Source: an optimization exercise on an open RTL-to-GDS flow (aim: small area, a short achievable clock period and few clock cycles per item). Production flows keep margins and buffers that such runs may drop. At most, simulation tests tie the RTL to the original design; equivalence was not proved. Only the layout flow was run in runs 1 to 3; the RTL was not checked for function there. Power is estimated from default activity; no workload was simulated.

===== config.mk =====
export PLATFORM = sky130hd
export DESIGN_NAME = mac_array_top
export DESIGN_NICKNAME = mac_array_top
export VERILOG_FILES = /design/flow/design.v
export SDC_FILE = /design/flow/constraint.sdc
export NUM_CORES = 4
export LEC_CHECK = 0
export CAP_MARGIN = 20
export CORE_MARGIN = 2
export CORE_UTILIZATION = 40
export SETUP_SLACK_MARGIN = 2.3
export SLEW_MARGIN = 20

===== constraint.sdc =====
create_clock -name core_clock -period 5.5 [get_ports {clk}]
set_input_delay 1.1000 -clock core_clock [delete_from_list [all_inputs] [get_ports {clk}]]
set_output_delay 1.1000 -clock core_clock [all_outputs]
set_load 0.01 [all_outputs]

===== design.v =====
package mac_array_pkg;
    localparam int LEN_W = 8;
endpackage
module mac_array_lane (
    input  logic        clk,
    input  logic        fire,
    input  logic [15:0] in_data,
    input  logic [7:0]  in_weight,
    input  logic        clr,
    input  logic        o_load,
    output logic [23:0] out_acc,
    output logic        out_sat
);
    logic [24:0] s_c, c_c;
    logic [24:0] s2, c2;
    logic [23:0] acc;
    logic        sat;
    logic [24:0] t;
    logic        ovf;
    logic [23:0] res;
    logic        sat_new;
    mac_array_tree u_tree (
        .x (in_data),
        .w (in_weight),
        .en(fire),
        .s (s_c),
        .c (c_c)
    );
    always_ff @(posedge clk) begin
        s2 <= s_c;
        c2 <= c_c;
    end
    always_comb begin
        t       = {acc[23], acc} + s2 + c2;
        ovf     = t[24] ^ t[23];
        res     = {t[24], ovf ? {23{~t[24]}} : t[22:0]};
        sat_new = sat | ovf;
    end
    always_ff @(posedge clk) begin
        acc <= clr ? 24'd0 : res;
        sat <= clr ? 1'b0 : sat_new;
        if (o_load) begin
            out_acc <= res;
            out_sat <= sat_new;
        end
    end
endmodule
module mac_array_tree (
    input  logic [15:0] x,
    input  logic [7:0]  w,
    input  logic        en,
    output logic [24:0] s,
    output logic [24:0] c
);
    wire one0 = (w[0] ^ 1'b0) & en;
    wire two0 = ((w[1] & ~w[0] & ~1'b0) | (~w[1] & w[0] & 1'b0)) & en;
    wire neg0 = w[1] & en;
    wire one1 = (w[2] ^ w[1]) & en;
    wire two1 = ((w[3] & ~w[2] & ~w[1]) | (~w[3] & w[2] & w[1])) & en;
    wire neg1 = w[3] & en;
    wire one2 = (w[4] ^ w[3]) & en;
    wire two2 = ((w[5] & ~w[4] & ~w[3]) | (~w[5] & w[4] & w[3])) & en;
    wire neg2 = w[5] & en;
    wire one3 = (w[6] ^ w[5]) & en;
    wire two3 = ((w[7] & ~w[6] & ~w[5]) | (~w[7] & w[6] & w[5])) & en;
    wire neg3 = w[7] & en;
    wire r0_0 = (one0 & x[0]) ^ neg0;
    wire r0_1 = ((one0 & x[1]) | (two0 & x[0])) ^ neg0;
    wire r0_2 = ((one0 & x[2]) | (two0 & x[1])) ^ neg0;
    wire r0_3 = ((one0 & x[3]) | (two0 & x[2])) ^ neg0;
    wire r0_4 = ((one0 & x[4]) | (two0 & x[3])) ^ neg0;
    wire r0_5 = ((one0 & x[5]) | (two0 & x[4])) ^ neg0;
    wire r0_6 = ((one0 & x[6]) | (two0 & x[5])) ^ neg0;
    wire r0_7 = ((one0 & x[7]) | (two0 & x[6])) ^ neg0;
    wire r0_8 = ((one0 & x[8]) | (two0 & x[7])) ^ neg0;
    wire r0_9 = ((one0 & x[9]) | (two0 & x[8])) ^ neg0;
    wire r0_10 = ((one0 & x[10]) | (two0 & x[9])) ^ neg0;
    wire r0_11 = ((one0 & x[11]) | (two0 & x[10])) ^ neg0;
    wire r0_12 = ((one0 & x[12]) | (two0 & x[11])) ^ neg0;
    wire r0_13 = ((one0 & x[13]) | (two0 & x[12])) ^ neg0;
    wire r0_14 = ((one0 & x[14]) | (two0 & x[13])) ^ neg0;
    wire r0_15 = ((one0 & x[15]) | (two0 & x[14])) ^ neg0;
    wire r0_16 = ((one0 & x[15]) | (two0 & x[15])) ^ neg0;
    wire r1_0 = (one1 & x[0]) ^ neg1;
    wire r1_1 = ((one1 & x[1]) | (two1 & x[0])) ^ neg1;
    wire r1_2 = ((one1 & x[2]) | (two1 & x[1])) ^ neg1;
    wire r1_3 = ((one1 & x[3]) | (two1 & x[2])) ^ neg1;
    wire r1_4 = ((one1 & x[4]) | (two1 & x[3])) ^ neg1;
    wire r1_5 = ((one1 & x[5]) | (two1 & x[4])) ^ neg1;
    wire r1_6 = ((one1 & x[6]) | (two1 & x[5])) ^ neg1;
    wire r1_7 = ((one1 & x[7]) | (two1 & x[6])) ^ neg1;
    wire r1_8 = ((one1 & x[8]) | (two1 & x[7])) ^ neg1;
    wire r1_9 = ((one1 & x[9]) | (two1 & x[8])) ^ neg1;
    wire r1_10 = ((one1 & x[10]) | (two1 & x[9])) ^ neg1;
    wire r1_11 = ((one1 & x[11]) | (two1 & x[10])) ^ neg1;
    wire r1_12 = ((one1 & x[12]) | (two1 & x[11])) ^ neg1;
    wire r1_13 = ((one1 & x[13]) | (two1 & x[12])) ^ neg1;
    wire r1_14 = ((one1 & x[14]) | (two1 & x[13])) ^ neg1;
    wire r1_15 = ((one1 & x[15]) | (two1 & x[14])) ^ neg1;
    wire r1_16 = ((one1 & x[15]) | (two1 & x[15])) ^ neg1;
    wire r2_0 = (one2 & x[0]) ^ neg2;
    wire r2_1 = ((one2 & x[1]) | (two2 & x[0])) ^ neg2;
    wire r2_2 = ((one2 & x[2]) | (two2 & x[1])) ^ neg2;
    wire r2_3 = ((one2 & x[3]) | (two2 & x[2])) ^ neg2;
    wire r2_4 = ((one2 & x[4]) | (two2 & x[3])) ^ neg2;
    wire r2_5 = ((one2 & x[5]) | (two2 & x[4])) ^ neg2;
    wire r2_6 = ((one2 & x[6]) | (two2 & x[5])) ^ neg2;
    wire r2_7 = ((one2 & x[7]) | (two2 & x[6])) ^ neg2;
    wire r2_8 = ((one2 & x[8]) | (two2 & x[7])) ^ neg2;
    wire r2_9 = ((one2 & x[9]) | (two2 & x[8])) ^ neg2;
    wire r2_10 = ((one2 & x[10]) | (two2 & x[9])) ^ neg2;
    wire r2_11 = ((one2 & x[11]) | (two2 & x[10])) ^ neg2;
    wire r2_12 = ((one2 & x[12]) | (two2 & x[11])) ^ neg2;
    wire r2_13 = ((one2 & x[13]) | (two2 & x[12])) ^ neg2;
    wire r2_14 = ((one2 & x[14]) | (two2 & x[13])) ^ neg2;
    wire r2_15 = ((one2 & x[15]) | (two2 & x[14])) ^ neg2;
    wire r2_16 = ((one2 & x[15]) | (two2 & x[15])) ^ neg2;
    wire r3_0 = (one3 & x[0]) ^ neg3;
    wire r3_1 = ((one3 & x[1]) | (two3 & x[0])) ^ neg3;
    wire r3_2 = ((one3 & x[2]) | (two3 & x[1])) ^ neg3;
    wire r3_3 = ((one3 & x[3]) | (two3 & x[2])) ^ neg3;
    wire r3_4 = ((one3 & x[4]) | (two3 & x[3])) ^ neg3;
    wire r3_5 = ((one3 & x[5]) | (two3 & x[4])) ^ neg3;
    wire r3_6 = ((one3 & x[6]) | (two3 & x[5])) ^ neg3;
    wire r3_7 = ((one3 & x[7]) | (two3 & x[6])) ^ neg3;
    wire r3_8 = ((one3 & x[8]) | (two3 & x[7])) ^ neg3;
    wire r3_9 = ((one3 & x[9]) | (two3 & x[8])) ^ neg3;
    wire r3_10 = ((one3 & x[10]) | (two3 & x[9])) ^ neg3;
    wire r3_11 = ((one3 & x[11]) | (two3 & x[10])) ^ neg3;
    wire r3_12 = ((one3 & x[12]) | (two3 & x[11])) ^ neg3;
    wire r3_13 = ((one3 & x[13]) | (two3 & x[12])) ^ neg3;
    wire r3_14 = ((one3 & x[14]) | (two3 & x[13])) ^ neg3;
    wire r3_15 = ((one3 & x[15]) | (two3 & x[14])) ^ neg3;
    wire r3_16 = ((one3 & x[15]) | (two3 & x[15])) ^ neg3;
    wire t0 = r0_6 ^ r1_4;
    wire t1 = r0_6 & r1_4;
    wire t2 = r0_7 ^ r1_5;
    wire t3 = r0_7 & r1_5;
    wire t4 = r0_8 ^ r1_6;
    wire t5 = r0_8 & r1_6;
    wire t6 = r0_9 ^ r1_7;
    wire t7 = r0_9 & r1_7;
    wire t8 = r0_10 ^ r1_8;
    wire t9 = r0_10 & r1_8;
    wire t10 = r0_11 ^ r1_9;
    wire t11 = r0_11 & r1_9;
    wire t12 = r0_12 ^ r1_10;
    wire t13 = r0_12 & r1_10;
    wire t14 = r0_13 ^ r1_11;
    wire t15 = r0_13 & r1_11;
    wire t16 = r0_14 ^ r1_12;
    wire t17 = r0_14 & r1_12;
    wire t18 = r0_15 ^ r1_13;
    wire t19 = r0_15 & r1_13;
    wire t20 = r0_16 ^ r1_14;
    wire t21 = r0_16 & r1_14;
    wire t22 = r0_16 ^ r1_15;
    wire t23 = r0_16 & r1_15;
    wire t24 = ~r0_16 ^ ~r1_16;
    wire t25 = ~r0_16 & ~r1_16;
    wire t26 = r0_4 ^ r1_2;
    wire t27 = r0_4 & r1_2;
    wire t28 = r0_5 ^ r1_3;
    wire t29 = r0_5 & r1_3;
    wire t30 = r2_2 ^ r3_0 ^ neg3;
    wire t31 = (r2_2 & r3_0) | (r2_2 & neg3) | (r3_0 & neg3);
    wire t32 = r2_3 ^ r3_1 ^ t1;
    wire t33 = (r2_3 & r3_1) | (r2_3 & t1) | (r3_1 & t1);
    wire t34 = r2_4 ^ r3_2 ^ t3;
    wire t35 = (r2_4 & r3_2) | (r2_4 & t3) | (r3_2 & t3);
    wire t36 = r2_5 ^ r3_3 ^ t5;
    wire t37 = (r2_5 & r3_3) | (r2_5 & t5) | (r3_3 & t5);
    wire t38 = r2_6 ^ r3_4 ^ t7;
    wire t39 = (r2_6 & r3_4) | (r2_6 & t7) | (r3_4 & t7);
    wire t40 = r2_7 ^ r3_5 ^ t9;
    wire t41 = (r2_7 & r3_5) | (r2_7 & t9) | (r3_5 & t9);
    wire t42 = r2_8 ^ r3_6 ^ t11;
    wire t43 = (r2_8 & r3_6) | (r2_8 & t11) | (r3_6 & t11);
    wire t44 = r2_9 ^ r3_7 ^ t13;
    wire t45 = (r2_9 & r3_7) | (r2_9 & t13) | (r3_7 & t13);
    wire t46 = r2_10 ^ r3_8 ^ t15;
    wire t47 = (r2_10 & r3_8) | (r2_10 & t15) | (r3_8 & t15);
    wire t48 = r2_11 ^ r3_9 ^ t17;
    wire t49 = (r2_11 & r3_9) | (r2_11 & t17) | (r3_9 & t17);
    wire t50 = r2_12 ^ r3_10 ^ t19;
    wire t51 = (r2_12 & r3_10) | (r2_12 & t19) | (r3_10 & t19);
    wire t52 = r2_13 ^ r3_11 ^ t21;
    wire t53 = (r2_13 & r3_11) | (r2_13 & t21) | (r3_11 & t21);
    wire t54 = r2_14 ^ r3_12 ^ t23;
    wire t55 = (r2_14 & r3_12) | (r2_14 & t23) | (r3_12 & t23);
    wire t56 = 1'b1 ^ r2_15 ^ r3_13;
    wire t57 = (1'b1 & r2_15) | (1'b1 & r3_13) | (r2_15 & r3_13);
    wire t58 = r0_2 ^ r1_0;
    wire t59 = r0_2 & r1_0;
    wire t60 = r0_3 ^ r1_1;
    wire t61 = r0_3 & r1_1;
    wire t62 = r2_0 ^ neg2 ^ t26;
    wire t63 = (r2_0 & neg2) | (r2_0 & t26) | (neg2 & t26);
    wire t64 = r2_1 ^ t27 ^ t28;
    wire t65 = (r2_1 & t27) | (r2_1 & t28) | (t27 & t28);
    wire t66 = t0 ^ t29 ^ t30;
    wire t67 = (t0 & t29) | (t0 & t30) | (t29 & t30);
    wire t68 = t2 ^ t31 ^ t32;
    wire t69 = (t2 & t31) | (t2 & t32) | (t31 & t32);
    wire t70 = t4 ^ t33 ^ t34;
    wire t71 = (t4 & t33) | (t4 & t34) | (t33 & t34);
    wire t72 = t6 ^ t35 ^ t36;
    wire t73 = (t6 & t35) | (t6 & t36) | (t35 & t36);
    wire t74 = t8 ^ t37 ^ t38;
    wire t75 = (t8 & t37) | (t8 & t38) | (t37 & t38);
    wire t76 = t10 ^ t39 ^ t40;
    wire t77 = (t10 & t39) | (t10 & t40) | (t39 & t40);
    wire t78 = t12 ^ t41 ^ t42;
    wire t79 = (t12 & t41) | (t12 & t42) | (t41 & t42);
    wire t80 = t14 ^ t43 ^ t44;
    wire t81 = (t14 & t43) | (t14 & t44) | (t43 & t44);
    wire t82 = t16 ^ t45 ^ t46;
    wire t83 = (t16 & t45) | (t16 & t46) | (t45 & t46);
    wire t84 = t18 ^ t47 ^ t48;
    wire t85 = (t18 & t47) | (t18 & t48) | (t47 & t48);
    wire t86 = t20 ^ t49 ^ t50;
    wire t87 = (t20 & t49) | (t20 & t50) | (t49 & t50);
    wire t88 = t22 ^ t51 ^ t52;
    wire t89 = (t22 & t51) | (t22 & t52) | (t51 & t52);
    wire t90 = t24 ^ t53 ^ t54;
    wire t91 = (t24 & t53) | (t24 & t54) | (t53 & t54);
    wire t92 = t25 ^ t55 ^ t56;
    wire t93 = (t25 & t55) | (t25 & t56) | (t55 & t56);
    wire t94 = ~r2_16 ^ r3_14 ^ t57;
    wire t95 = (~r2_16 & r3_14) | (~r2_16 & t57) | (r3_14 & t57);
    wire t96 = 1'b1 ^ r3_15;
    wire t97 = 1'b1 & r3_15;
    assign s = {1'b1, 1'b1, ~r3_16, t95, t93, t91, t89, t87, t85, t83, t81, t79, t77, t75, t73, t71, t69, t67, t65, t63, t61, t59, neg1, r0_1, r0_0};
    assign c = {1'b0, 1'b0, t97, t96, t94, t92, t90, t88, t86, t84, t82, t80, t78, t76, t74, t72, t70, t68, t66, t64, t62, t60, t58, 1'b0, neg0};
endmodule
module mac_array
#(
    parameter int DATA_WIDTH   = 16,
    parameter int WEIGHT_WIDTH = 8,
    parameter int ACCUM_WIDTH  = 24,
    parameter int LANES        = 8,
    parameter int LEN_WIDTH    = 8
) (
    input  logic                          clk,
    input  logic                          rst,
    input  logic [LEN_WIDTH-1:0]          cfg_len_m1,
    input  logic                          in_valid,
    output logic                          in_ready,
    input  logic [LANES*DATA_WIDTH-1:0]   in_data,
    input  logic [LANES*WEIGHT_WIDTH-1:0] in_weight,
    output logic                          out_valid,
    input  logic                          out_ready,
    output logic [LANES*ACCUM_WIDTH-1:0]  out_accum,
    output logic [LANES-1:0]              out_sat
);
    logic                 in_ready_q;
    logic                 inprog_q;       
    logic [LEN_WIDTH-1:0] rem_q;          
    logic                 v2_q, l2_q;     
    logic                 afin_q;         
    logic                 ovalid_q;
    logic                 fire, first, last, clr;
    logic                 inprog_d;
    logic [LEN_WIDTH-1:0] rem_d;
    logic                 ofree, fin, o_load, afin_d, ovalid_d;
    logic                 fin1, a1, in_ready_d;
    always_comb begin
        fire  = in_valid && in_ready_q && !rst;
        first = !inprog_q;
        last  = first ? (cfg_len_m1 == '0) : (rem_q == LEN_WIDTH'(1));
        clr   = fire && first;
        if (fire) begin
            inprog_d = !last;
            rem_d    = first ? cfg_len_m1 : rem_q - LEN_WIDTH'(1);
        end else begin
            inprog_d = inprog_q;
            rem_d    = rem_q;
        end
        ofree    = !ovalid_q || out_ready;
        fin      = v2_q && l2_q;
        o_load   = ofree && (fin || (!v2_q && afin_q));
        afin_d   = fin ? !ofree : (afin_q && !(!v2_q && ofree));
        ovalid_d = o_load || (ovalid_q && !out_ready);
        fin1 = fire && last;
        a1   = fin1 ? (ovalid_d || afin_d) : (afin_d && !(!fire && !ovalid_d));
        in_ready_d = !(!inprog_d && a1);
    end
    always_ff @(posedge clk) begin
        if (rst) begin
            in_ready_q <= 1'b1;
            inprog_q   <= 1'b0;
            rem_q      <= '0;
            v2_q       <= 1'b0;
            l2_q       <= 1'b0;
            afin_q     <= 1'b0;
            ovalid_q   <= 1'b0;
        end else begin
            in_ready_q <= in_ready_d;
            inprog_q   <= inprog_d;
            rem_q      <= rem_d;
            v2_q       <= fire;
            l2_q       <= fire && last;
            afin_q     <= afin_d;
            ovalid_q   <= ovalid_d;
        end
    end
    assign in_ready  = in_ready_q;
    assign out_valid = ovalid_q;
    for (genvar g = 0; g < LANES; g++) begin : g_lane
        mac_array_lane u_lane (
            .clk      (clk),
            .fire     (fire),
            .in_data  (in_data[g*DATA_WIDTH +: DATA_WIDTH]),
            .in_weight(in_weight[g*WEIGHT_WIDTH +: WEIGHT_WIDTH]),
            .clr      (clr),
            .o_load   (o_load),
            .out_acc  (out_accum[g*ACCUM_WIDTH +: ACCUM_WIDTH]),
            .out_sat  (out_sat[g])
        );
    end
endmodule
module mac_array_top (
    input  logic         clk,
    input  logic         rst,
    input  logic [7:0]   cfg_len_m1,
    input  logic         in_valid,
    output logic         in_ready,
    input  logic [127:0] in_data,
    input  logic [63:0]  in_weight,
    output logic         out_valid,
    input  logic         out_ready,
    output logic [191:0] out_accum,
    output logic [7:0]   out_sat
);
    mac_array #(
        .DATA_WIDTH  (16),
        .WEIGHT_WIDTH(8),
        .ACCUM_WIDTH (24),
        .LANES       (8),
        .LEN_WIDTH   (8)
    ) u_mac_array (
        .clk       (clk),
        .rst       (rst),
        .cfg_len_m1(cfg_len_m1),
        .in_valid  (in_valid),
        .in_ready  (in_ready),
        .in_data   (in_data),
        .in_weight (in_weight),
        .out_valid (out_valid),
        .out_ready (out_ready),
        .out_accum (out_accum),
        .out_sat   (out_sat)
    );
endmodule

===== run.sh =====
#!/bin/bash
# synth_recipe.tcl (not shown) runs the flow's synth.tcl, then flattens the netlist and writes it again
# the make line also repeats each setting of config.mk as NAME=value (left out here)
make -C /OpenROAD-flow-scripts/flow DESIGN_CONFIG=/design/flow/config.mk WORK_HOME=/design/flow/orfs CLKGATE_MAP_FILE= SYNTH_SCRIPT=/design/flow/synth_recipe.tcl finish

==> impl_metrics.xml, run 1 <==
<?xml version="1.0" encoding="UTF-8"?>
<metrics>
  <group name="layout">
    <metric name="areaGrowthSynthToFinish" unit="%">25.41</metric>
    <metric name="nets" unit="">9126</metric>
    <metric name="design_area" unit="um2">81750</metric>
    <metric name="post_route_cells_drive_above_1_share" unit="%">20.49</metric>
    <metric name="instances_no_fill" unit="">10450</metric>
  </group>
  <group name="logic_synthesis">
    <metric name="synth.lib_cells_used.distinct" unit="">89</metric>
    <metric name="synth-seq-cells" unit="">774</metric>
    <metric name="yosys_most_used_dff" unit="">dfxtp_1</metric>
    <metric name="syn-num-nets" unit="">8892</metric>
    <metric name="netlist_top_cells_area" unit="">dfxtp_1 18%, fa_1 13%, edfxtp_1 9.2%</metric>
    <metric name="synthCells" unit="">7942</metric>
    <metric name="fraction_of_the_yosys_area_taken_by_sequential_cells" unit="%">26.84</metric>
    <metric name="synth-edff-count" unit="">200</metric>
    <metric name="yosys.area.top_type" unit="">dfxtp_1</metric>
    <metric name="synth.top_cells.by_count" unit="">1105 x nand2_1, 734 x o21ai_0, 587 x inv_1</metric>
    <metric name="ys_warn_count" unit="">2</metric>
    <metric name="synth.top_cell.area_share" unit="%">17.63</metric>
    <metric name="synth_area" unit="um2">65190</metric>
    <metric name="syn_avg_cell_area" unit="um2">8.208</metric>
    <metric name="async_flop_share" unit="%">0</metric>
    <metric name="synthMostInstantiatedCell" unit="">nand2_1</metric>
  </group>
  <group name="power_and_ir_drop">
    <metric name="power_per_cell_area" unit="nW/um2">552.8</metric>
    <metric name="max-vdd-ir-drop" unit="V">0.0005189</metric>
    <metric name="leakagePower" unit="nW">32.63</metric>
  </group>
  <group name="timing">
    <metric name="setup_tns" unit="ns">0</metric>
    <metric name="holdWs" unit="ns">0.4744</metric>
    <metric name="slew_of_the_pin_with_the_lowest_slew_margin" unit="ns">1.054</metric>
    <metric name="post-route-min-period" unit="ns">3.516</metric>
    <metric name="hold_viol_final" unit="">0</metric>
    <metric name="max_clock_freq" unit="MHz">284.4</metric>
    <metric name="post-route-period-util" unit="%">63.92</metric>
    <metric name="timing.max_slew.rel_slack" unit="%">29.71</metric>
    <metric name="number_of_setup_violations_in_the_final_report" unit="">0</metric>
    <metric name="finClkSkew" unit="ns">0.04391</metric>
    <metric name="setup_repair_after_global_routing_missed_its_margin" unit="">true</metric>
    <metric name="timing.final.max_slew_violations" unit="">0</metric>
  </group>
  <group name="worst_setup_path">
    <metric name="critical_path_peak_fanout" unit="">5</metric>
    <metric name="critPathRequiredTime" unit="ns">5.95</metric>
    <metric name="timing.critical_path.from_type" unit="">flop</metric>
    <metric name="criticalPathCategory" unit="">flop to flop</metric>
    <metric name="cp_data_arrival_time" unit="ns">3.97</metric>
    <metric name="cp-end-kind" unit="">flop</metric>
  </group>
  <group name="grt">
    <metric name="via_count_of_the_first_global_routing_pass" unit="">57180</metric>
    <metric name="initial_antenna_violation_count" unit="">58</metric>
    <metric name="globalRouteTotalUtil" unit="%">24.66</metric>
    <metric name="grt_first_pass_wirelength" unit="mm">329.3</metric>
    <metric name="grt_max_degree" unit="">101</metric>
    <metric name="global_route.overflow_total" unit="">0</metric>
  </group>
  <group name="routing">
    <metric name="drt-total-wl" unit="mm">218.5</metric>
    <metric name="dr.pass1.iters" unit="">8</metric>
    <metric name="vias_per_cell" unit="">5.733</metric>
    <metric name="drt-initial-drc-count" unit="">5502</metric>
    <metric name="drt.antenna.violating_nets" unit="">0</metric>
    <metric name="vias" unit="">59900</metric>
    <metric name="drt_drc_violations_left" unit="">0</metric>
    <metric name="wl_per_cell" unit="um">20.91</metric>
  </group>
  <group name="hold_path">
    <metric name="timing.hold.worst.class" unit="">flop to flop</metric>
  </group>
  <group name="clock_network">
    <metric name="cts_inserted_buffers" unit="">91</metric>
    <metric name="cts.clk_slew.worst_paths" unit="ns">0.06</metric>
    <metric name="clk_latency" unit="ns">0.73</metric>
    <metric name="tritoncts" unit="">yes</metric>
    <metric name="h-tree-depth" unit="">3</metric>
    <metric name="root_buffer" unit="">clkbuf_16</metric>
    <metric name="clock_path_buffers" unit="">3</metric>
    <metric name="clock_sinks" unit="">774</metric>
    <metric name="postCtsHoldBufs" unit="">0</metric>
  </group>
  <group name="place">
    <metric name="detailed_place.area" unit="um2">70740</metric>
    <metric name="port-buffer-count" unit="">405</metric>
    <metric name="place.detailed.instances" unit="">9940</metric>
    <metric name="hpwl" unit="mm">145.0</metric>
    <metric name="routabilityCongestion" unit="">0.9189</metric>
  </group>
  <group name="floorplan">
    <metric name="chipWidth" unit="um">407.7</metric>
    <metric name="core-area" unit="um2">162200</metric>
    <metric name="rows" unit="">148</metric>
    <metric name="floorplan.initialDensity" unit="%">40.19</metric>
    <metric name="design.portCount" unit="">406</metric>
    <metric name="design.die.area" unit="um2">166200</metric>
    <metric name="die_h" unit="um">407.7</metric>
  </group>
  <group name="outcome">
    <metric name="status" unit="">timing/DRC/antenna clean</metric>
  </group>
  <group name="run">
    <metric name="timing.max_cap.violations" unit="">0</metric>
  </group>
</metrics>
-- cell usage in the layout, fill, tap and decap left out, types with 47 or more instances in the layout --
cell type | synthesis | layout
nand2_1 | 1105 | 1088
o21ai_0 | 734 | 610
inv_1 | 587 | 537
dfxtp_1 | 574 | 529
a21oi_1 | 557 | 401
nor2_1 | 461 | 366
fa_1 | 408 | 359
maj3_1 | 360 | 305
clkdlybuf4s50_1 | 0 | 258
buf_4 | 12 | 238
xnor2_1 | 224 | 214
edfxtp_1 | 200 | 200
o311ai_0 | 193 | 190
ha_1 | 338 | 189
nand3_1 | 162 | 158
buf_6 | 2 | 139
a21oi_2 | 4 | 124
clkbuf_16 | 0 | 100
a221oi_1 | 102 | 98
a211oi_1 | 135 | 94
o22ai_1 | 103 | 94
xor2_1 | 96 | 87
nand3b_1 | 83 | 83
ha_2 | 0 | 81
a21o_1 | 75 | 70
and2_1 | 113 | 68
o21ai_2 | 1 | 68
ha_4 | 0 | 68
maj3_2 | 11 | 66
clkbuf_2 | 0 | 60
nor2_4 | 0 | 59
a22oi_1 | 51 | 50
and2_4 | 3 | 49
fa_2 | 0 | 49
inv_2 | 3 | 47
-- per-stage QoR --
step	power, mW	setup WS [ns]	util (%)
after floorplan	21.94	0.8708	-
after global placement	26.70	1.147	43.60
after detailed placement	26.89	1.086	43.61
after CTS	40.31	2.020	48.47
after global routing	47.71	1.886	50.38
final	45.19	1.984	50.40
-- registers in the layout, summed over array words and instances (netlist names) --
signal	cells
u_mac_array.g_lane.u_lane.acc	192
u_mac_array.g_lane.u_lane.out_acc	192
u_mac_array.g_lane.u_lane.s2	184
u_mac_array.g_lane.u_lane.c2	176
u_mac_array.g_lane.u_lane.out_sat	8
u_mac_array.g_lane.u_lane.sat	8
u_mac_array.rem_q	8
u_mac_array.afin_q	1
u_mac_array.in_ready_q	1
u_mac_array.inprog_q	1
u_mac_array.l2_q	1
u_mac_array.ovalid_q	1
u_mac_array.v2_q	1
-- layout make-up --
type	instances	area [um2]
Timing Repair Buffer	840	8298
Antenna cell	24	60.06
Clock inverter	43	550.5
Inverter	603	2318
Clock buffer	123	2520
Fill cell	14860	80460
Multi-Input combinational cell	5864	47710
Timing Repair inverter	2	17.52
Sequential cell	774	17560
Tap cell	2175	2721
-- timing repair --
item                                    4_1_cts  5_1_grt
gates resized for setup                     874      762
pin swaps                                   242      273
endpoints found under the setup margin      615      579
gates cloned                                 26       11
buffers inserted                            192       89
-- critical path, cell delays in order, from the launching register on --
cell	delay [ns]
dfxtp_4	0.36
inv_2	0.04
fa_2	0.32
inv_2	0.07
ha_4	0.13
inv_2	0.03
fa_2	0.37
nor2b_4	0.16
o21bai_4	0.10
a31oi_4	0.23
o21ai_4	0.08
o31a_1	0.28
or3_4	0.40
a21oi_4	0.27
buf_6	0.18
nand2b_4	0.16
nand2_1	0.06
-- report_power, final --
| group | switching (mW) | internal [mW] | leakage, nW | total (mW) |
|---|---|---|---|---|
| Sequential | 0.581 | 7.95 | 6.59 | 8.53 |
| Clock | 2.66 | 3.70 | 1.49 | 6.36 |
| Combinational | 16.3 | 14.0 | 24.6 | 30.3 |
-- worst paths after layout --
| check | start | endpoint | slack, ns | depth (start not counted) |
|---|---|---|---|---|
| setup reg to reg | u_mac_array.g_lane[7].u_lane.c2[0]$_DFF_P_ | u_mac_array.g_lane[7].u_lane.out_acc[16]$_DFFE_PP_ | 1.98 | 16 |
| hold reg to reg | u_mac_array.g_lane[6].u_lane.sat$_SDFF_PP0_ | u_mac_array.g_lane[6].u_lane.sat$_SDFF_PP0_ | 0.47 | 1 |
| hold / removal | u_mac_array.g_lane[6].u_lane.sat$_SDFF_PP0_ | u_mac_array.g_lane[6].u_lane.sat$_SDFF_PP0_ | 0.47 | 1 |
| setup / recovery | u_mac_array.g_lane[7].u_lane.c2[0]$_DFF_P_ | u_mac_array.g_lane[7].u_lane.out_acc[16]$_DFFE_PP_ | 1.98 | 16 |
-- kinds of logic (layout without fill, tap and decap cells) --
kind of cell               after synthesis  after routing  synth area share (%)
AOI/OAI and AO/OA                     2197           2198                 20.98
and+or+nand+nor                       2173           2183                 14.69
buffers and inverters                 1315           1611                 7.741
adders and majority gates             1117           1117                 24.73
DFF                                    774            774                 26.84
xor gates and xnor gates               321            321                 4.324
muxes                                   45             45                0.6929
other                                    0             24                     0
-- layer usage --
metal,global-route usage (%),up-vias,part of all wire (%)
met3,4.744,474,7.2
li1,-,28040,-
met5,0,-,0.13
met2,39.58,2266,46
met4,8.851,46,3.4
met1,33.00,29080,43
==> run 2, diff against run 1 <==
--- a/config.mk
+++ b/config.mk
@@ -6,7 +6,8 @@
 export NUM_CORES = 4
 export LEC_CHECK = 0
+export ABC_AREA = 1
 export CAP_MARGIN = 20
 export CORE_MARGIN = 2
 export CORE_UTILIZATION = 40
-export SETUP_SLACK_MARGIN = 2.3
+export SETUP_SLACK_MARGIN = 2.6
 export SLEW_MARGIN = 20
==> run 2 against run 1 <==
Compared with the run above: total power up 17%; first-iteration DRC count fell by 35%; die area fell by 14%; still clean; critical endpoint is now u_mac_array.g_lane[5].u_lane.c2[13]$_DFF_P_.
==> impl_metrics.xml, run 2 <==
<?xml version="1.0" encoding="UTF-8"?>
<metrics>
  <group name="logic_synthesis">
    <metric name="ys_warn_count" unit="">2</metric>
    <metric name="synth.top_cell.area_share" unit="%">20.43</metric>
    <metric name="yosys.area.top_type" unit="">dfxtp_1</metric>
    <metric name="synth.top_cells.by_count" unit="">1467 x nand2_1, 1153 x inv_1, 574 x dfxtp_1</metric>
    <metric name="synthMostInstantiatedCell" unit="">nand2_1</metric>
    <metric name="synth.lib_cells_used.distinct" unit="">52</metric>
    <metric name="netlist_top_cells_area" unit="">dfxtp_1 20%, fa_1 15%, edfxtp_1 11%</metric>
    <metric name="synth_area" unit="um2">56240</metric>
    <metric name="synth-seq-cells" unit="">774</metric>
    <metric name="synthCells" unit="">6697</metric>
    <metric name="syn-num-nets" unit="">7647</metric>
    <metric name="yosys_most_used_dff" unit="">dfxtp_1</metric>
    <metric name="syn_avg_cell_area" unit="um2">8.398</metric>
    <metric name="fraction_of_the_yosys_area_taken_by_sequential_cells" unit="%">31.11</metric>
    <metric name="synth-edff-count" unit="">200</metric>
    <metric name="async_flop_share" unit="%">0</metric>
  </group>
  <group name="power_and_ir_drop">
    <metric name="totalPowerFinal" unit="mW">52.87</metric>
    <metric name="seqPwrFrac" unit="%">17.6</metric>
    <metric name="p_switching" unit="mW">25.96</metric>
    <metric name="combPwrFrac" unit="%">70.5</metric>
    <metric name="leakagePower" unit="nW">35.06</metric>
    <metric name="internal_power" unit="mW">26.91</metric>
    <metric name="power_per_cell_area" unit="nW/um2">696.5</metric>
    <metric name="max-vdd-ir-drop" unit="V">0.0004952</metric>
    <metric name="clockPowerShare" unit="%">11.8</metric>
    <metric name="swShare" unit="%">49.10</metric>
  </group>
  <group name="timing">
    <metric name="max_clock_freq" unit="MHz">311.0</metric>
    <metric name="timing.final.max_slew_violations" unit="">0</metric>
    <metric name="finClkSkew" unit="ns">0.02767</metric>
    <metric name="number_of_setup_violations_in_the_final_report" unit="">0</metric>
    <metric name="setup_tns" unit="ns">0</metric>
    <metric name="timing.max_slew.rel_slack" unit="%">50.63</metric>
    <metric name="hold_viol_final" unit="">0</metric>
    <metric name="slew_of_the_pin_with_the_lowest_slew_margin" unit="ns">0.7388</metric>
    <metric name="post-route-min-period" unit="ns">3.216</metric>
    <metric name="post-route-period-util" unit="%">58.47</metric>
    <metric name="holdWs" unit="ns">0.4850</metric>
    <metric name="setup_repair_after_global_routing_missed_its_margin" unit="">true</metric>
  </group>
  <group name="clock_network">
    <metric name="clock_path_buffers" unit="">3</metric>
    <metric name="cts_inserted_buffers" unit="">92</metric>
    <metric name="tritoncts" unit="">yes</metric>
    <metric name="cts.clk_slew.worst_paths" unit="ns">0.06</metric>
    <metric name="postCtsHoldBufs" unit="">0</metric>
    <metric name="root_buffer" unit="">clkbuf_16</metric>
    <metric name="clock_sinks" unit="">774</metric>
    <metric name="clk_latency" unit="ns">0.71</metric>
    <metric name="h-tree-depth" unit="">3</metric>
  </group>
  <group name="layout">
    <metric name="final_util" unit="%">54.40</metric>
    <metric name="design_area" unit="um2">75900</metric>
    <metric name="most_common_cell_after_layout_fill_and_taps_aside" unit="">nand2_1</metric>
    <metric name="layout.cells.most_common_list" unit="">1268 x nand2_1, 1067 x inv_1, 560 x dfxtp_1</metric>
    <metric name="areaGrowthSynthToFinish" unit="%">34.95</metric>
    <metric name="nets" unit="">8379</metric>
    <metric name="post_route_cells_drive_above_1_share" unit="%">23.55</metric>
    <metric name="largest_registers" unit="">u_mac_array.g_lane.u_lane.acc (192), u_mac_array.g_lane.u_lane.out_acc (192), u_mac_array.g_lane.u_lane.s2 (184)</metric>
    <metric name="filler_cell_count" unit="">12480</metric>
  </group>
  <group name="place">
    <metric name="detailed_place.area" unit="um2">62660</metric>
    <metric name="port-buffer-count" unit="">405</metric>
    <metric name="hpwl" unit="mm">125.2</metric>
    <metric name="routabilityCongestion" unit="">0.9135</metric>
  </group>
  <group name="worst_setup_path">
    <metric name="r2r-start" unit="">u_mac_array.in_ready_q$_SDFF_PP1_</metric>
    <metric name="criticalPathCategory" unit="">input port to flop</metric>
    <metric name="critPathRequiredTime" unit="ns">6.08</metric>
    <metric name="cp-end-kind" unit="">flop</metric>
    <metric name="crit_slowest_cell" unit="">fa_1</metric>
    <metric name="worstPathCellList" unit="">buf_8, nand2_8, nor2_8, buf_12, buf_12, inv_16, nor3_4, buf_6, clkinvlp_4, buf_4, o22ai_2, xor2_1, ha_2, inv_1, fa_1, inv_1, fa_1</metric>
    <metric name="rrSetupSlack" unit="ns">2.36</metric>
    <metric name="critical_path_peak_fanout" unit="">5</metric>
    <metric name="worst_r2r_endpoint" unit="">u_mac_array.g_lane[5].u_lane.c2[13]$_DFF_P_</metric>
    <metric name="critical_path.max_stage_delay" unit="ns">0.47</metric>
    <metric name="worst-r2r-cell-count" unit="">16</metric>
    <metric name="kind_of_cell_with_the_highest_combined_delay_on_the_critical_path" unit="">adder cells</metric>
    <metric name="timing.critical_path.from_type" unit="">input port</metric>
    <metric name="crit_path_buffers_inverters" unit="">9</metric>
    <metric name="cp_data_arrival_time" unit="ns">3.79</metric>
  </group>
  <group name="hold_path">
    <metric name="holdPathStages" unit="">2</metric>
    <metric name="holdCritStartpoint" unit="">u_mac_array.rem_q[5]$_SDFFE_PP0N_</metric>
    <metric name="min_to" unit="">u_mac_array.rem_q[5]$_SDFFE_PP0N_</metric>
    <metric name="timing.hold.worst.class" unit="">flop to flop</metric>
  </group>
  <group name="floorplan">
    <metric name="die_h" unit="um">379.0</metric>
    <metric name="core-area" unit="um2">139500</metric>
    <metric name="chipWidth" unit="um">379.0</metric>
    <metric name="design.portCount" unit="">406</metric>
    <metric name="rows" unit="">137</metric>
    <metric name="design.die.area" unit="um2">143600</metric>
    <metric name="floorplan.initialDensity" unit="%">40.31</metric>
  </group>
  <group name="routing">
    <metric name="wl_per_cell" unit="um">19.66</metric>
    <metric name="vias_per_cell" unit="">5.150</metric>
    <metric name="vias" unit="">48350</metric>
    <metric name="drt_drc_violations_left" unit="">0</metric>
    <metric name="drt-initial-drc-count" unit="">3552</metric>
    <metric name="drt-total-wl" unit="mm">184.5</metric>
    <metric name="dr.pass1.iters" unit="">6</metric>
    <metric name="drt.antenna.violating_nets" unit="">0</metric>
  </group>
  <group name="grt">
    <metric name="initial_antenna_violation_count" unit="">16</metric>
    <metric name="via_count_of_the_first_global_routing_pass" unit="">47250</metric>
    <metric name="grt_first_pass_wirelength" unit="mm">270.3</metric>
    <metric name="grt_max_degree" unit="">80</metric>
    <metric name="globalRouteTotalUtil" unit="%">24.11</metric>
    <metric name="global_route.overflow_total" unit="">0</metric>
  </group>
  <group name="run">
    <metric name="timing.max_cap.violations" unit="">0</metric>
  </group>
  <group name="outcome">
    <metric name="status" unit="">timing/DRC/antenna clean</metric>
  </group>
</metrics>
==> run 2: layer usage <==
layer  up-vias  track usage, %  share of wire, %
li1      22990               -                 -
met1     23200           31.53                43
met2      1688           39.82                47
met3       460           3.869               6.0
met4        12           9.389               4.3
met5         -               0             0.046
==> run 2: power groups by stage <==
stage	clock network (mW)	registers (mW)	logic, mW
detailed placement	0	9.44	26.5
global placement	0	9.43	26.3
global route	6.66	9.46	41.0
CTS	6.45	9.33	31.2
floorplan	0	9.25	20.0
finish	6.26	9.33	37.3
==> run 2: per-stage QoR <==
stage	worst slack (ns)	instances
after floorplan	1.008	6697
after global placement	0.6625	8819
after detailed placement	0.5869	8819
after CTS	2.413	9209
after global routing	2.202	9386
final	2.284	9388
==> run 2: layout make-up <==
class | instances | area [um2] | area share (%)
Multi-Input combinational cell | 4597 | 40180 | 52.94
Sequential cell | 774 | 17510 | 23.08
Timing Repair Buffer | 762 | 7868 | 10.37
Inverter | 1188 | 4686 | 6.174
Clock buffer | 126 | 2679 | 3.529
Tap cell | 1876 | 2347 | 3.093
Clock inverter | 46 | 432.9 | 0.5704
Timing Repair inverter | 14 | 176.4 | 0.2324
Antenna cell | 5 | 12.51 | 0.01649
==> run 2: cells by family (layout without fill, tap and decap cells) <==
logic type | after synthesis | after routing | synth area share (%)
AOI/OAI and AO/OA | 993 | 993 | 10.41
xor gates and xnor gates | 620 | 620 | 9.655
adders and majority gates | 746 | 746 | 22.04
buffers and inverters | 1370 | 2136 | 10.13
DFF | 774 | 774 | 31.11
other | 0 | 5 | 0
and+or+nand+nor | 2194 | 2238 | 16.65
==> run 2: worst max path at each step <==
stage | from | endpoint | depth (start not counted)
floorplan | out_ready | u_mac_array.g_lane[0].u_lane.out_acc[0]$_DFFE_PP_ | 2
detailed placement | in_valid | u_mac_array.g_lane[0].u_lane.c2[12]$_DFF_P_ | 14
global placement | in_valid | u_mac_array.g_lane[0].u_lane.c2[18]$_DFF_P_ | 13
global route | in_valid | u_mac_array.g_lane[5].u_lane.c2[12]$_DFF_P_ | 17
CTS | in_weight[34] | u_mac_array.g_lane[4].u_lane.c2[10]$_DFF_P_ | 12
finish | in_valid | u_mac_array.g_lane[5].u_lane.c2[13]$_DFF_P_ | 17
==> run 2: tightest hold or removal path: stages (launching register included) <==
cell and delay [ns]:
dfxtp_1 0.31, o21ai_0 0.07, a21oi_1 0.06
==> run 2: what timing repair did <==
item | 4_1_cts | 5_1_grt
buffers inserted | 172 | 153
pin swaps | 114 | 240
gates resized for setup | 574 | 885
setup endpoints to repair | 697 | 604
gates cloned | 46 | 21
==> run 3, diff against run 2 <==
--- a/design.v
+++ b/design.v
@@ -21,13 +21,12 @@
     logic        sat_new;
     mac_array_tree u_tree (
-        .x (in_data),
-        .w (in_weight),
-        .en(fire),
-        .s (s_c),
-        .c (c_c)
+        .x(in_data),
+        .w(in_weight),
+        .s(s_c),
+        .c(c_c)
     );
     always_ff @(posedge clk) begin
-        s2 <= s_c;
-        c2 <= c_c;
+        s2 <= fire ? s_c : 25'd0;
+        c2 <= fire ? c_c : 25'd0;
     end
     always_comb begin
@@ -49,20 +48,19 @@
     input  logic [15:0] x,
     input  logic [7:0]  w,
-    input  logic        en,
     output logic [24:0] s,
     output logic [24:0] c
 );
-    wire one0 = (w[0] ^ 1'b0) & en;
-    wire two0 = ((w[1] & ~w[0] & ~1'b0) | (~w[1] & w[0] & 1'b0)) & en;
-    wire neg0 = w[1] & en;
-    wire one1 = (w[2] ^ w[1]) & en;
-    wire two1 = ((w[3] & ~w[2] & ~w[1]) | (~w[3] & w[2] & w[1])) & en;
-    wire neg1 = w[3] & en;
-    wire one2 = (w[4] ^ w[3]) & en;
-    wire two2 = ((w[5] & ~w[4] & ~w[3]) | (~w[5] & w[4] & w[3])) & en;
-    wire neg2 = w[5] & en;
-    wire one3 = (w[6] ^ w[5]) & en;
-    wire two3 = ((w[7] & ~w[6] & ~w[5]) | (~w[7] & w[6] & w[5])) & en;
-    wire neg3 = w[7] & en;
+    wire one0 = (w[0] ^ 1'b0);
+    wire two0 = ((w[1] & ~w[0] & ~1'b0) | (~w[1] & w[0] & 1'b0));
+    wire neg0 = w[1];
+    wire one1 = (w[2] ^ w[1]);
+    wire two1 = ((w[3] & ~w[2] & ~w[1]) | (~w[3] & w[2] & w[1]));
+    wire neg1 = w[3];
+    wire one2 = (w[4] ^ w[3]);
+    wire two2 = ((w[5] & ~w[4] & ~w[3]) | (~w[5] & w[4] & w[3]));
+    wire neg2 = w[5];
+    wire one3 = (w[6] ^ w[5]);
+    wire two3 = ((w[7] & ~w[6] & ~w[5]) | (~w[7] & w[6] & w[5]));
+    wire neg3 = w[7];
     wire r0_0 = (one0 & x[0]) ^ neg0;
     wire r0_1 = ((one0 & x[1]) | (two0 & x[0])) ^ neg0;
--- a/config.mk
+++ b/config.mk
@@ -9,5 +9,5 @@
 export CAP_MARGIN = 20
 export CORE_MARGIN = 2
-export CORE_UTILIZATION = 40
+export CORE_UTILIZATION = 65
 export SETUP_SLACK_MARGIN = 2.6
 export SLEW_MARGIN = 20
==> run 3 against run 2 <==
Compared with the run above: core utilization up 31 points; count of clock-buffer cells in the layout shrank 21; total power down 25%; critical endpoint is now u_mac_array.g_lane[2].u_lane.c2[7]$_SDFF_PN0_; largest power group unchanged.
==> impl_metrics.xml, run 3 <==
<?xml version="1.0" encoding="UTF-8"?>
<metrics>
  <group name="logic_synthesis">
    <metric name="syn-num-nets" unit="">8283</metric>
    <metric name="yosys.area.top_type" unit="">dfxtp_1</metric>
    <metric name="synth-seq-cells" unit="">775</metric>
    <metric name="netlist_top_cells_area" unit="">dfxtp_1 20%, fa_1 14%, edfxtp_1 10%</metric>
    <metric name="fraction_of_the_yosys_area_taken_by_sequential_cells" unit="%">30.14</metric>
    <metric name="synth-edff-count" unit="">200</metric>
    <metric name="synth_area" unit="um2">58120</metric>
    <metric name="ys_warn_count" unit="">2</metric>
    <metric name="yosys_most_used_dff" unit="">dfxtp_1</metric>
    <metric name="synth.lib_cells_used.distinct" unit="">47</metric>
    <metric name="synth.top_cell.area_share" unit="%">19.80</metric>
    <metric name="async_flop_share" unit="%">0</metric>
    <metric name="synthCells" unit="">7325</metric>
    <metric name="synth.top_cells.by_count" unit="">1444 x nand2_1, 1393 x inv_1, 670 x nor2_1</metric>
    <metric name="syn_avg_cell_area" unit="um2">7.935</metric>
    <metric name="synthMostInstantiatedCell" unit="">nand2_1</metric>
  </group>
  <group name="grt">
    <metric name="grt_first_pass_wirelength" unit="mm">273.0</metric>
    <metric name="initial_antenna_violation_count" unit="">15</metric>
    <metric name="grt_max_degree" unit="">127</metric>
    <metric name="globalRouteTotalUtil" unit="%">37.58</metric>
    <metric name="global_route.overflow_total" unit="">0</metric>
    <metric name="via_count_of_the_first_global_routing_pass" unit="">51430</metric>
  </group>
  <group name="clock_network">
    <metric name="clock_sinks" unit="">775</metric>
    <metric name="cts.clk_slew.worst_paths" unit="ns">0.06</metric>
    <metric name="root_buffer" unit="">clkbuf_16</metric>
    <metric name="h-tree-depth" unit="">3</metric>
    <metric name="clk_latency" unit="ns">0.68</metric>
    <metric name="clock_path_buffers" unit="">3</metric>
    <metric name="cts_inserted_buffers" unit="">85</metric>
    <metric name="tritoncts" unit="">yes</metric>
    <metric name="postCtsHoldBufs" unit="">0</metric>
  </group>
  <group name="worst_setup_path">
    <metric name="critPathRequiredTime" unit="ns">6.07</metric>
    <metric name="crit_top_cell" unit="">inv_1</metric>
    <metric name="worst_r2r_endpoint" unit="">u_mac_array.g_lane[2].u_lane.out_acc[17]$_DFFE_PP_</metric>
    <metric name="timing.critical_path.from_type" unit="">input port</metric>
    <metric name="cp-end-kind" unit="">flop</metric>
    <metric name="critical_path.max_stage_delay" unit="ns">0.50</metric>
    <metric name="cp_data_arrival_time" unit="ns">3.79</metric>
    <metric name="worstPathCellList" unit="">clkdlybuf4s50_1, inv_2, o22ai_1, xor2_1, ha_1, inv_1, fa_1, inv_1, fa_1, inv_1, nor2_1</metric>
    <metric name="r2r-start" unit="">u_mac_array.g_lane[2].u_lane.s2[8]$_SDFF_PN0_</metric>
    <metric name="crit_slowest_cell" unit="">fa_1</metric>
    <metric name="criticalPathCategory" unit="">input port to flop</metric>
    <metric name="worst-r2r-cell-count" unit="">14</metric>
    <metric name="rrSetupSlack" unit="ns">2.48</metric>
    <metric name="critical_path_peak_fanout" unit="">8</metric>
  </group>
  <group name="timing">
    <metric name="hold_viol_final" unit="">0</metric>
    <metric name="post-route-min-period" unit="ns">3.218</metric>
    <metric name="finClkSkew" unit="ns">0.03070</metric>
    <metric name="timing.max_slew.rel_slack" unit="%">51.71</metric>
    <metric name="setup_repair_after_global_routing_missed_its_margin" unit="">true</metric>
    <metric name="post-route-period-util" unit="%">58.51</metric>
    <metric name="number_of_setup_violations_in_the_final_report" unit="">0</metric>
    <metric name="timing.final.max_slew_violations" unit="">0</metric>
    <metric name="holdWs" unit="ns">0.4793</metric>
    <metric name="max_clock_freq" unit="MHz">310.7</metric>
    <metric name="slew_of_the_pin_with_the_lowest_slew_margin" unit="ns">0.7226</metric>
    <metric name="post-route-worst-setup-slack" unit="ns">2.282</metric>
    <metric name="setup_tns" unit="ns">0</metric>
  </group>
  <group name="floorplan">
    <metric name="chipWidth" unit="um">303.0</metric>
    <metric name="rows" unit="">109</metric>
    <metric name="die_h" unit="um">303.0</metric>
    <metric name="design.portCount" unit="">406</metric>
    <metric name="core-area" unit="um2">88510</metric>
    <metric name="floorplan.initialDensity" unit="%">65.67</metric>
    <metric name="design.die.area" unit="um2">91830</metric>
  </group>
  <group name="power_and_ir_drop">
    <metric name="totalPowerFinal" unit="mW">39.60</metric>
    <metric name="combPwrFrac" unit="%">63.0</metric>
    <metric name="leakagePower" unit="nW">36.68</metric>
    <metric name="clockPowerShare" unit="%">15.8</metric>
    <metric name="power_per_cell_area" unit="nW/um2">524.1</metric>
    <metric name="swShare" unit="%">47.37</metric>
    <metric name="max-vdd-ir-drop" unit="V">0.0004972</metric>
    <metric name="internal_power" unit="mW">20.84</metric>
    <metric name="seqPwrFrac" unit="%">21.1</metric>
    <metric name="p_switching" unit="mW">18.76</metric>
  </group>
  <group name="routing">
    <metric name="drt-total-wl" unit="mm">197.1</metric>
    <metric name="vias" unit="">55230</metric>
    <metric name="drt.antenna.violating_nets" unit="">0</metric>
    <metric name="vias_per_cell" unit="">6.004</metric>
    <metric name="drt_drc_violations_left" unit="">0</metric>
    <metric name="wl_per_cell" unit="um">21.43</metric>
    <metric name="dr.pass1.iters" unit="">7</metric>
    <metric name="drt-initial-drc-count" unit="">5799</metric>
  </group>
  <group name="place">
    <metric name="port-buffer-count" unit="">405</metric>
    <metric name="hpwl" unit="mm">123.5</metric>
    <metric name="routabilityCongestion" unit="">0.9882</metric>
    <metric name="detailed_place.area" unit="um2">63690</metric>
    <metric name="place.detailed.instances" unit="">8690</metric>
    <metric name="dp_worst_setup_slack" unit="ns">0.9476</metric>
  </group>
  <group name="layout">
    <metric name="areaGrowthSynthToFinish" unit="%">30.01</metric>
    <metric name="most_common_cell_after_layout_fill_and_taps_aside" unit="">inv_1</metric>
    <metric name="nets" unit="">8913</metric>
    <metric name="design_area" unit="um2">75570</metric>
    <metric name="instances_no_fill" unit="">9199</metric>
    <metric name="largest_registers" unit="">u_mac_array.g_lane.u_lane.acc (192), u_mac_array.g_lane.u_lane.out_acc (192), u_mac_array.g_lane.u_lane.s2 (185)</metric>
    <metric name="post_route_cells_drive_above_1_share" unit="%">21.01</metric>
    <metric name="final_util" unit="%">85.37</metric>
    <metric name="layout.cells.most_common_list" unit="">1246 x inv_1, 1222 x nand2_1, 572 x nor2_1</metric>
  </group>
  <group name="hold_path">
    <metric name="min_to" unit="">u_mac_array.rem_q[7]$_SDFFE_PP0P_</metric>
    <metric name="holdPathStages" unit="">2</metric>
    <metric name="timing.hold.worst.class" unit="">flop to flop</metric>
    <metric name="holdCritStartpoint" unit="">u_mac_array.rem_q[7]$_SDFFE_PP0P_</metric>
  </group>
  <group name="run">
    <metric name="timing.max_cap.violations" unit="">0</metric>
  </group>
  <group name="outcome">
    <metric name="status" unit="">timing/DRC/antenna clean</metric>
  </group>
</metrics>
run 3: cell types whose count changed after synthesis, moves of 23 or more:
cell,delta
nor2_1,+309
inv_1,+240
clkbuf_1,+76
buf_1,+36
nand4_1,+30
buf_6,-28
buf_2,-25
nand2_2,+24
a211oi_1,+23
nand2_1,-23
run 3: power by group through the flow:
stage / clock (mW) / sequential [mW] / combinational (mW)
finish: 6.27 / 8.38 / 25.0
global route: 6.52 / 8.45 / 26.9
CTS: 6.27 / 8.34 / 20.1
detailed placement: 0 / 8.45 / 17.8
global placement: 0 / 8.40 / 17.4
floorplan: 0 / 8.26 / 13.6
run 3: worst max-delay path by stage:
stage / slack [ns] / endpoint / depth (start not counted) / from
2_1_floorplan: 1.01 / u_mac_array.g_lane[0].u_lane.out_acc[0]$_DFFE_PP_ / 2 / out_ready
3_3_place_gp: 1.04 / u_mac_array.g_lane[1].u_lane.c2[11]$_SDFF_PN0_ / 12 / in_weight[8]
4_1_cts: 2.53 / u_mac_array.g_lane[2].u_lane.out_sat$_DFFE_PP_ / 12 / u_mac_array.g_lane[2].u_lane.s2[6]$_SDFF_PN0_
6_report: 2.28 / u_mac_array.g_lane[2].u_lane.c2[7]$_SDFF_PN0_ / 11 / in_data[38]
5_1_grt: 2.11 / u_mac_array.g_lane[2].u_lane.c2[7]$_SDFF_PN0_ / 11 / in_data[38]
3_5_place_dp: 0.95 / u_mac_array.g_lane[1].u_lane.c2[13]$_SDFF_PN0_ / 12 / in_weight[8]
run 3: layout make-up:
| class | instances | area (um2) |
|---|---|---|
| well taps | 1165 | 1458 |
| fillers | 4859 | 12950 |
| clock inverters | 55 | 695.7 |
| flip-flops and latches | 775 | 17530 |
| diodes | 6 | 15.01 |
| inverters | 1426 | 5727 |
| repair buffers | 744 | 7440 |
| multi-input cells | 4920 | 40340 |
| repair inverters | 3 | 18.77 |
| clock buffers | 105 | 2338 |
run 3: worst max-delay path, delay by kind of cell:
family	cells	cell delay, ns
simple gates	1	0.29
compound gates	1	0.24
buf+inv	5	0.81
xor+xnor	1	0.19
fa+ha+maj	3	1.15
run 3: per-layer routing:
layer | vias up | track usage [%] | wire, um | share of wire (%)
met4 | 18 | 18.85 | 13140 | 6.7
met5 | - | 0 | 110 | 0.056
met2 | 3604 | 61.74 | 91990 | 47
met3 | 1009 | 6.581 | 19430 | 9.9
met1 | 26150 | 47.88 | 72440 | 37
li1 | 24460 | - | - | -
run 3: timing repair:
action | 4_1_cts | 5_1_grt
buffers inserted | 130 | 166
gates resized for setup | 602 | 1052
setup endpoints to repair | 681 | 590
pin swaps | 86 | 223
hold endpoints to repair | 0 | 0
cloned | 31 | 16
run 3: logic make-up after synthesis:
group | share of synthesized area, %
adders and majority gates | 21.50
AOI/OAI and AO/OA | 10.58
and+or+nand+nor | 17.61
DFF | 30.14
xor gates and xnor gates | 8.800
buffers and inverters | 11.37
==> run 4, diff against run 3 <==
--- a/design.v
+++ b/design.v
@@ -12,4 +12,6 @@
     output logic        out_sat
 );
+    logic [15:0] x1;
+    logic [7:0]  w1;
     logic [24:0] s_c, c_c;
     logic [24:0] s2, c2;
@@ -20,13 +22,17 @@
     logic [23:0] res;
     logic        sat_new;
+    always_ff @(posedge clk) begin
+        x1 <= in_data;
+        w1 <= fire ? in_weight : 8'd0;
+    end
     mac_array_tree u_tree (
-        .x(in_data),
-        .w(in_weight),
-        .s(s_c),
-        .c(c_c)
+        .x (x1),
+        .w (w1),
+        .s (s_c),
+        .c (c_c)
     );
     always_ff @(posedge clk) begin
-        s2 <= fire ? s_c : 25'd0;
-        c2 <= fire ? c_c : 25'd0;
+        s2 <= s_c;
+        c2 <= c_c;
     end
     always_comb begin
@@ -255,5 +261,6 @@
     logic                 inprog_q;       
     logic [LEN_WIDTH-1:0] rem_q;          
-    logic                 v2_q, l2_q;     
+    logic                 v1_q, f1_q, l1_q;  
+    logic                 v2_q, l2_q;        
     logic                 afin_q;         
     logic                 ovalid_q;
@@ -262,10 +269,10 @@
     logic [LEN_WIDTH-1:0] rem_d;
     logic                 ofree, fin, o_load, afin_d, ovalid_d;
-    logic                 fin1, a1, in_ready_d;
+    logic                 fin1, a1, o1, fin2, a2, in_ready_d;
     always_comb begin
         fire  = in_valid && in_ready_q && !rst;
         first = !inprog_q;
         last  = first ? (cfg_len_m1 == '0) : (rem_q == LEN_WIDTH'(1));
-        clr   = fire && first;
+        clr   = f1_q;
         if (fire) begin
             inprog_d = !last;
@@ -280,7 +287,10 @@
         afin_d   = fin ? !ofree : (afin_q && !(!v2_q && ofree));
         ovalid_d = o_load || (ovalid_q && !out_ready);
-        fin1 = fire && last;
-        a1   = fin1 ? (ovalid_d || afin_d) : (afin_d && !(!fire && !ovalid_d));
-        in_ready_d = !(!inprog_d && a1);
+        fin1 = v1_q && l1_q;
+        a1   = fin1 ? (ovalid_d || afin_d) : (afin_d && !(!v1_q && !ovalid_d));
+        o1   = ovalid_d || fin1 || (!v1_q && afin_d);
+        fin2 = fire && last;
+        a2   = fin2 ? (o1 || a1) : (a1 && !(!fire && !o1));
+        in_ready_d = !(!inprog_d && a2);
     end
     always_ff @(posedge clk) begin
@@ -289,4 +299,7 @@
             inprog_q   <= 1'b0;
             rem_q      <= '0;
+            v1_q       <= 1'b0;
+            f1_q       <= 1'b0;
+            l1_q       <= 1'b0;
             v2_q       <= 1'b0;
             l2_q       <= 1'b0;
@@ -297,6 +310,9 @@
             inprog_q   <= inprog_d;
             rem_q      <= rem_d;
-            v2_q       <= fire;
-            l2_q       <= fire && last;
+            v1_q       <= fire;
+            f1_q       <= fire && first;
+            l1_q       <= fire && last;
+            v2_q       <= v1_q;
+            l2_q       <= l1_q;
             afin_q     <= afin_d;
             ovalid_q   <= ovalid_d;
--- a/config.mk
+++ b/config.mk
@@ -6,8 +6,7 @@
 export NUM_CORES = 4
 export LEC_CHECK = 0
-export ABC_AREA = 1
 export CAP_MARGIN = 20
 export CORE_MARGIN = 2
-export CORE_UTILIZATION = 65
+export CORE_UTILIZATION = 40
 export SETUP_SLACK_MARGIN = 2.6
 export SLEW_MARGIN = 20
==> run 4 against run 3 <==
Compared with the run above: count of clock-buffer cells in the layout rose by 44; sequential share of layout area rose by 2.1 points; global-route usage fell by 15 points; worst hold slack got worse by 0.022 ns; largest cell class unchanged; largest power group unchanged.
==> impl_metrics.xml, run 4 <==
<?xml version="1.0" encoding="UTF-8"?>
<metrics>
  <group name="outcome">
    <metric name="status" unit="">timing/DRC/antenna clean</metric>
  </group>
  <group name="grt">
    <metric name="grt_first_pass_wirelength" unit="mm">316.2</metric>
    <metric name="via_count_of_the_first_global_routing_pass" unit="">55840</metric>
    <metric name="grt_max_degree" unit="">95</metric>
    <metric name="initial_antenna_violation_count" unit="">11</metric>
    <metric name="globalRouteTotalUtil" unit="%">23.08</metric>
    <metric name="global_route.overflow_total" unit="">0</metric>
  </group>
  <group name="layout">
    <metric name="nets" unit="">9198</metric>
    <metric name="filler_cell_count" unit="">15140</metric>
    <metric name="largest_registers" unit="">u_mac_array.g_lane.u_lane.acc (192), u_mac_array.g_lane.u_lane.out_acc (192), u_mac_array.g_lane.u_lane.s2 (184)</metric>
    <metric name="instances_no_fill" unit="">10550</metric>
    <metric name="design_area" unit="um2">84960</metric>
    <metric name="most_common_cell_after_layout_fill_and_taps_aside" unit="">a21oi_1</metric>
    <metric name="layout.cells.most_common_list" unit="">910 x a21oi_1, 707 x dfxtp_1, 580 x nand2_1</metric>
    <metric name="areaGrowthSynthToFinish" unit="%">26.67</metric>
    <metric name="post_route_cells_drive_above_1_share" unit="%">18.22</metric>
  </group>
  <group name="clock_network">
    <metric name="root_buffer" unit="">clkbuf_16</metric>
    <metric name="h-tree-depth" unit="">3</metric>
    <metric name="clock_path_buffers" unit="">3</metric>
    <metric name="clock_sinks" unit="">969</metric>
    <metric name="tritoncts" unit="">yes</metric>
    <metric name="cts.clk_slew.worst_paths" unit="ns">0.06</metric>
    <metric name="postCtsHoldBufs" unit="">0</metric>
    <metric name="cts_inserted_buffers" unit="">111</metric>
    <metric name="clk_latency" unit="ns">0.77</metric>
  </group>
  <group name="logic_synthesis">
    <metric name="synth-edff-count" unit="">200</metric>
    <metric name="synth.top_cells.by_count" unit="">1016 x a21oi_1, 769 x dfxtp_1, 708 x nor2_1</metric>
    <metric name="synth.lib_cells_used.distinct" unit="">87</metric>
    <metric name="ys_warn_count" unit="">2</metric>
    <metric name="synthCells" unit="">7886</metric>
    <metric name="syn-num-nets" unit="">8836</metric>
    <metric name="yosys.area.top_type" unit="">dfxtp_1</metric>
    <metric name="netlist_top_cells_area" unit="">dfxtp_1 23%, fa_1 12%, edfxtp_1 9.0%</metric>
    <metric name="async_flop_share" unit="%">0</metric>
    <metric name="fraction_of_the_yosys_area_taken_by_sequential_cells" unit="%">31.91</metric>
    <metric name="synthMostInstantiatedCell" unit="">a21oi_1</metric>
    <metric name="synth_area" unit="um2">67070</metric>
    <metric name="yosys_most_used_dff" unit="">dfxtp_1</metric>
    <metric name="synth.top_cell.area_share" unit="%">22.95</metric>
    <metric name="syn_avg_cell_area" unit="um2">8.505</metric>
    <metric name="synth-seq-cells" unit="">969</metric>
  </group>
  <group name="hold_path">
    <metric name="min_to" unit="">u_mac_array.g_lane[5].u_lane.sat$_SDFF_PP0_</metric>
    <metric name="timing.hold.worst.class" unit="">flop to flop</metric>
    <metric name="holdPathStages" unit="">2</metric>
    <metric name="holdCritStartpoint" unit="">u_mac_array.g_lane[5].u_lane.sat$_SDFF_PP0_</metric>
  </group>
  <group name="worst_setup_path">
    <metric name="crit_path_buffers_inverters" unit="">4</metric>
    <metric name="crit_slowest_cell" unit="">fa_1</metric>
    <metric name="cp_data_arrival_time" unit="ns">4.17</metric>
    <metric name="critPathRequiredTime" unit="ns">6.12</metric>
    <metric name="kind_of_cell_with_the_highest_combined_delay_on_the_critical_path" unit="">compound AO/OA/AOI/OAI gates</metric>
    <metric name="critical_path.max_stage_delay" unit="ns">0.59</metric>
    <metric name="worst-r2r-cell-count" unit="">15</metric>
    <metric name="timing.critical_path.from_type" unit="">flop</metric>
    <metric name="worstPathCellList" unit="">inv_2, fa_1, inv_2, ha_4, a21oi_4, o211ai_1, o21ai_2, o31a_1, o41ai_2, o21a_2, buf_6, buf_6, nor2_4, or3_4, nor2b_1</metric>
    <metric name="worst_r2r_endpoint" unit="">u_mac_array.g_lane[7].u_lane.sat$_SDFF_PP0_</metric>
    <metric name="cp-end-kind" unit="">flop</metric>
    <metric name="criticalPathCategory" unit="">flop to flop</metric>
    <metric name="critical_path_peak_fanout" unit="">4</metric>
    <metric name="rrSetupSlack" unit="ns">1.95</metric>
    <metric name="r2r-start" unit="">u_mac_array.g_lane[7].u_lane.s2[2]$_DFF_P_</metric>
  </group>
  <group name="floorplan">
    <metric name="design.die.area" unit="um2">171000</metric>
    <metric name="design.portCount" unit="">406</metric>
    <metric name="core-area" unit="um2">166800</metric>
    <metric name="rows" unit="">150</metric>
    <metric name="chipWidth" unit="um">413.5</metric>
    <metric name="die_h" unit="um">413.5</metric>
    <metric name="floorplan.initialDensity" unit="%">40.20</metric>
  </group>
  <group name="place">
    <metric name="detailed_place.area" unit="um2">72770</metric>
    <metric name="hpwl" unit="mm">139.2</metric>
    <metric name="place.detailed.instances" unit="">9907</metric>
    <metric name="routabilityCongestion" unit="">0.8845</metric>
    <metric name="port-buffer-count" unit="">405</metric>
  </group>
  <group name="routing">
    <metric name="top_metal_layer_carrying_routed_signals" unit="">met5</metric>
    <metric name="drt.antenna.violating_nets" unit="">0</metric>
    <metric name="wl_per_cell" unit="um">19.63</metric>
    <metric name="m1WireLength" unit="mm">91.24</metric>
    <metric name="detailroute.wirelength.met3" unit="mm">13.76</metric>
    <metric name="vias_per_cell" unit="">5.591</metric>
    <metric name="drt-total-wl" unit="mm">207.1</metric>
    <metric name="met2RoutedLength" unit="mm">95.73</metric>
    <metric name="dr.pass1.iters" unit="">7</metric>
    <metric name="vias" unit="">59000</metric>
    <metric name="drt_drc_violations_left" unit="">0</metric>
    <metric name="drt-initial-drc-count" unit="">4987</metric>
  </group>
  <group name="timing">
    <metric name="post-route-period-util" unit="%">64.60</metric>
    <metric name="setup_repair_after_global_routing_missed_its_margin" unit="">true</metric>
    <metric name="setup_tns" unit="ns">0</metric>
    <metric name="post-route-min-period" unit="ns">3.553</metric>
    <metric name="max_clock_freq" unit="MHz">281.4</metric>
    <metric name="timing.max_slew.rel_slack" unit="%">41.76</metric>
    <metric name="slew_of_the_pin_with_the_lowest_slew_margin" unit="ns">0.8736</metric>
    <metric name="finClkSkew" unit="ns">0.04315</metric>
    <metric name="holdWs" unit="ns">0.4568</metric>
    <metric name="timing.final.max_slew_violations" unit="">0</metric>
    <metric name="number_of_setup_violations_in_the_final_report" unit="">0</metric>
    <metric name="hold_viol_final" unit="">0</metric>
  </group>
  <group name="power_and_ir_drop">
    <metric name="power_per_cell_area" unit="nW/um2">612.6</metric>
    <metric name="leakagePower" unit="nW">34.16</metric>
    <metric name="max-vdd-ir-drop" unit="V">0.0004400</metric>
    <metric name="totalPowerFinal" unit="mW">52.04</metric>
  </group>
  <group name="run">
    <metric name="timing.max_cap.violations" unit="">0</metric>
  </group>
</metrics>
run 4: how the worst max path moves through the flow:
stage / start / to / slack [ns] / depth (start not counted)
after floorplan: out_ready / u_mac_array.g_lane[0].u_lane.out_acc[0]$_DFFE_PP_ / 0.66 / 2
after global placement: u_mac_array.g_lane[3].u_lane.s2[0]$_DFF_P_ / u_mac_array.g_lane[3].u_lane.sat$_SDFF_PP0_ / 1.26 / 15
after detailed placement: u_mac_array.g_lane[3].u_lane.s2[0]$_DFF_P_ / u_mac_array.g_lane[3].u_lane.sat$_SDFF_PP0_ / 1.13 / 15
after CTS: u_mac_array.g_lane[0].u_lane.acc[0]$_SDFF_PP0_ / u_mac_array.g_lane[0].u_lane.acc[13]$_SDFF_PP0_ / 1.94 / 17
after global routing: u_mac_array.g_lane[7].u_lane.s2[2]$_DFF_P_ / u_mac_array.g_lane[7].u_lane.sat$_SDFF_PP0_ / 1.88 / 15
final: u_mac_array.g_lane[7].u_lane.s2[2]$_DFF_P_ / u_mac_array.g_lane[7].u_lane.sat$_SDFF_PP0_ / 1.95 / 15
run 4: logic make-up (layout without fill, tap and decap cells):
kind of cell,count (synthesis),in the layout,synth area share (%)
multiplexers,37,37,0.5746
AO/OA/AOI/OAI,2476,2479,22.33
flip-flops,969,969,31.91
AND/OR/NAND/NOR,1867,1890,12.24
adder cells (fa/ha/maj),952,952,21.56
XOR/XNOR,320,320,4.190
other,0,3,0
buffers and inverters,1265,1699,7.188
run 4: report_power, final:
part / leakage (nW) / switching [mW] / total, mW / internal (mW)
Sequential: 8.23 / 0.818 / 10.3 / 9.47
Combinational: 24.0 / 17.8 / 33.9 / 16.0
Clock: 1.93 / 3.34 / 7.89 / 4.55
run 4: per-layer routing:
layer,vias up,global-route usage (%)
li1,28120,-
met4,8,7.078
met2,1951,37.06
met1,28570,31.45
met3,365,4.200
met5,-,0
run 4: stage by stage:
| step | util [%] | setup WS, ns |
|---|---|---|
| after CTS | 49.31 | 1.940 |
| after global placement | 43.62 | 1.264 |
| final | 50.92 | 1.947 |
| after floorplan | - | 0.6646 |
| after detailed placement | 43.62 | 1.132 |
| after global routing | 50.92 | 1.880 |
run 4: layout make-up:
class                   instances  area (um2)  area share, %
clock buffers                 149        3283          3.864
repair buffers                884        9094          10.70
repair inverters                6       45.04        0.05302
flip-flops and latches        969       21530          25.34
well taps                    2204        2758          3.246
clock inverters                62       709.4         0.8350
multi-input cells            5678       45190          53.19
diodes                          3       7.507       0.008836
inverters                     598        2341          2.755
run 4: worst reg2reg max path: stages (launching register included):
cell      delay, ns
dfxtp_2        0.32
inv_2          0.03
fa_1           0.59
inv_2          0.07
ha_4           0.28
a21oi_4        0.05
o211ai_1       0.30
o21ai_2        0.12
o31a_1         0.35
o41ai_2        0.37
o21a_2         0.22
buf_6          0.11
buf_6          0.10
nor2_4         0.05
or3_4          0.33
nor2b_1        0.13
run 4: repair_timing:
action / 4_1_cts / 5_1_grt
endpoints found under the hold margin: 0 / 0
gates cloned: 32 / 7
setup endpoints to repair: 705 / 542
pin swaps: 262 / 220
gates resized for setup: 866 / 421
setup buffers: 283 / 110
Testbench counts of run 4, summed over its fixed seeds: cycles 27,915, items 3,200.
